Source: an optimization exercise on an open RTL-to-GDS flow (aim: small area). Production flows keep margins and buffers that such runs may drop.
In this exercise RTL edits were held to simulation tests only and were not proved equivalent to the original.
Power is estimated from default activity; no workload was simulated.

== 02-14 ==
// lockin_top
module lockin_top (
    input  logic                  clk,
    input  logic                  rst,
    input  lockin_pkg::sample_t   i_in1,
    input  lockin_pkg::sample_t   i_in2,
    input  lockin_pkg::bus_word_t i_sys_addr,
    input  lockin_pkg::bus_word_t i_sys_wdata,
    input  logic                  i_sys_wen,
    input  logic                  i_sys_ren,
    output lockin_pkg::sample_t   o_out1,
    output lockin_pkg::sample_t   o_out2,
    output lockin_pkg::sample_t   o_osc1,
    output lockin_pkg::sample_t   o_osc2,
    output lockin_pkg::bus_word_t o_sys_rdata,
    output logic                  o_sys_err,
    output logic                  o_sys_ack
);
Size in the first run: ~2900 cells after synthesis, about 230 flip-flops, about 190 I/O pins, roughly 23000 sq um of cells after synthesis.
==> flow/config.mk <==
export PLATFORM = sky130hd
export DESIGN_NAME = lockin_top
export DESIGN_NICKNAME = lockin_top
export VERILOG_FILES = /design/flow/design.v
export SDC_FILE = /design/flow/constraint.sdc
export NUM_CORES = 4
export LEC_CHECK = 0
export ABC_AREA = 1
export CAP_MARGIN = 20
export CORE_MARGIN = 2
export CORE_UTILIZATION = 60
export CTS_BUF_LIST = sky130_fd_sc_hd__clkbuf_8
export CTS_CLUSTER_DIAMETER = 60
export CTS_CLUSTER_SIZE = 12
export PLACE_DENSITY = 0.7
export SLEW_MARGIN = 20
==> flow/constraint.sdc <==
create_clock -name core_clock -period 10.5 [get_ports {clk}]
set_input_delay 2.1000 -clock core_clock [delete_from_list [all_inputs] [get_ports {clk}]]
set_output_delay 2.1000 -clock core_clock [all_outputs]
set_load 0.01 [all_outputs]
standard.sh (not shown) runs the stock make flow with config.mk's settings and CLKGATE_MAP_FILE= SYNTH_SCRIPT=/design/flow/synth_recipe.tcl, a recipe that flattens the netlist after the stock synthesis.
==> flow/flow/run.sh <==
#!/bin/bash
# Standard layout, except that the port buffers are the smallest buffer cell.
set -o pipefail
export BUFFER_PORTS_ARGS="-buffer_cell sky130_fd_sc_hd__buf_1"
bash standard.sh 2>&1 | tee standard.log
diff inputs: 02-14 => 11-15
diff --git a/flow/design.v b/flow/design.v
--- a/flow/design.v
+++ b/flow/design.v
@@ -1704,37 +1704,37 @@
     lk_add_sat sum_add (.x(lacc[33:20]), .h(off_q), .y(sum_n));
     logic [13:0] gain_n;
     lk_mul_sat gain_mul (.a(sum_q), .b(gn_q), .y(gain_n));
     always_ff @(posedge clk) sig_d <= i_in1;
     always_ff @(posedge clk or posedge rst) begin
         if (rst) begin
             run_q  <= 1'b0;
             hb_q   <= 1'b0;
             hacc   <= '0;
             neg_q  <= 1'b0;
             rect_q <= '0;
             lacc   <= '0;
-            sum_q  <= '0;
-            gain_q <= '0;
         end else begin
             run_q  <= 1'b1;
             hb_q   <= hpd_q;
             hacc   <= hacc_n;
             neg_q  <= ref_neg;
             rect_q <= rect_n;
             lacc   <= lpd_q ? {rect_q, 20'b0} : lacc_n;
-            sum_q  <= sum_n;
-            gain_q <= gain_n;
         end
     end
+    always_ff @(posedge clk) begin
+        sum_q  <= sum_n;
+        gain_q <= gain_n;
+    end
     logic [13:0] sign_t, lp_t;
     assign sign_t = {{13{neg_q}}, run_q};
     assign lp_t   = lacc[33:20];
     logic o1_a, o1_b, o1_g, o2_a, o2_b, o2_g;
     assign o1_a = (o1s_q == 4'd1);
     assign o1_b = (o1s_q == 4'd2);
     assign o1_g = (o1s_q == 4'd3);
     assign o2_a = (o2s_q == 4'd1);
     assign o2_b = (o2s_q == 4'd2);
     assign o2_g = (o2s_q == 4'd3);
     assign o_out1 = ({14{o1_a}} & i_in1) | ({14{o1_b}} & i_in2) | ({14{o1_g}} & gain_q);
     assign o_out2 = ({14{o2_a}} & i_in1) | ({14{o2_b}} & i_in2) | ({14{o2_g}} & gain_q);
## What came out
- Compared with 02-14, 11-15 shows a setup slack of the critical path after layout that is 22 ps lower.
- The post-synthesis share of cell area spent on xor and xnor gates on 02-14 is in line with that on 11-15.
- Between 11-15 and 02-14, the die area does not differ in any meaningful way.
- 02-14 -> 11-15: routability congestion estimate increased slightly
- Looking only at share of the synthesized area in compound gates (AO/OA/AOI/OAI), and setting everything else aside, the lower value of 11-15 and 02-14 goes to 11-15.
- Simple-gate share of the synthesized area: 11-15 and 02-14 compared, lower one is 02-14


Another version of the RTL of lockin_top (not shown whole).
Size in the first run: ~2300 cells after synthesis, about 230 flip-flops, ~190 I/O pins, about 20000 um2 of cells after synthesis.
Settings: LEC_CHECK=0, ABC_AREA=1, CAP_MARGIN=20, CORE_MARGIN=2, CORE_UTILIZATION=60, CTS_BUF_LIST=sky130_fd_sc_hd__clkbuf_8, CTS_CLUSTER_DIAMETER=60, CTS_CLUSTER_SIZE=12, PLACE_DENSITY=0.7, SLEW_MARGIN=20; clock period 10.5 ns.
==> flow/flow/run.sh <==
#!/bin/bash
# The standard layout with two changes:
#  - the port buffers are the smallest buffer cell (buf_1);
#  - ABC maps the logic with an area-oriented script (flow/abc_area.script,
#    amap with more area iterations instead of map, and no ABC buffering
#    or upsizing, which the layout repairs do instead). Everything else, registers included, is the
#    standard synthesis and flow: the ORFS scripts are copied unchanged and
#    only abc_area.script is replaced in the copy.
set -o pipefail
rm -rf scripts_area
cp -r "$FLOW_HOME/scripts" scripts_area
chmod -R u+w scripts_area
cp flow/abc_area.script scripts_area/abc_area.script
export BUFFER_PORTS_ARGS="-buffer_cell sky130_fd_sc_hd__buf_1"
bash standard.sh SCRIPTS_DIR="$PWD/scripts_area" finish 2>&1 | tee standard.log
==> flow/flow/abc_area.script <==
strash
dc2
dch -x
amap -F 8 -A 16
topo
stime -c
dnsize -c
Change:
--- a/flow/design.v
+++ b/flow/design.v
@@ -1746,31 +1746,31 @@
     always_ff @(posedge clk) sig_d <= i_in1;
     always_ff @(posedge clk or posedge rst) begin
         if (rst) begin
             run_q  <= 1'b0;
             hb_q   <= 1'b0;
             hacc   <= '0;
             neg_q  <= 1'b0;
             rect_q <= '0;
             lacc   <= '0;
-            sum_q  <= '0;
-            gain_q <= '0;
         end else begin
             run_q  <= 1'b1;
             hb_q   <= hpd_q;
             hacc   <= hacc_n;
             neg_q  <= ref_neg;
             rect_q <= rect_n;
             lacc   <= lpd_q ? {rect_q, 20'b0} : lacc_n;
-            sum_q  <= sum_n;
-            gain_q <= gain_n;
         end
     end
+    always_ff @(posedge clk) begin
+        sum_q  <= sum_n;
+        gain_q <= gain_n;
+    end
     logic [13:0] sign_t, lp_t;
     assign sign_t = {{13{neg_q}}, run_q};
     assign lp_t   = lacc[33:20];
     logic o1_a, o1_b, o1_g, o2_a, o2_b, o2_g;
     assign o1_a = (o1s_q == 4'd1);
     assign o1_b = (o1s_q == 4'd2);
     assign o1_g = (o1s_q == 4'd3);
     assign o2_a = (o2s_q == 4'd1);
     assign o2_b = (o2s_q == 4'd2);
After rerunning: Power is lower by 10%. Sequential share of layout area shrinks by 0.44 points. Final area came out lower by 0.78%. Hold slack improves by 0.083 ns. Register-to-register slack improved by 0.07 ns. Sequential cell count does not change. Via count decreases by 1.3%. Area after synthesis came out lower by 1.0%. Sequential power drops by about 7%. Clock-buffer cell count falls by 1. Combinational power fell by 13%.

==> what the ideal ports hide <==
The results above use ideal ports. As a check the final layouts listed here were re-extracted and re-timed, cells and wires unchanged.
Step 1 (the two cells are an assumption about what drives the block):
set clk [get_ports {clk}]
set_driving_cell -lib_cell sky130_fd_sc_hd__clkbuf_16 $clk
set_driving_cell -lib_cell sky130_fd_sc_hd__buf_2 [delete_from_list [all_inputs] $clk]
Step 2 times the ports against the registers' clock, not the clock port: input delays grow and output delays shrink by t, the midpoint of the rising clock arrivals with the driver on.
Three values: no drivers, after step 1, after step 2; two values: the first two.
run | t (ns) | setup WS [ns] | slew at the worst register clock pin (ns)
02-14 | 0.678 | 0.675 / 0.675 / 0.675 | 0.09 / 0.09
11-15 | 0.691 | 0.653 / 0.653 / 0.653 | 0.09 / 0.09
the first run of note 2 | 0.654 | 0.472 / 0.472 / 0.472 | 0.09 / 0.09
the second run of note 2 | 0.661 | 0.538 / 0.538 / 0.538 | 0.10 / 0.10
After both steps setup and hold are still met in every run listed.
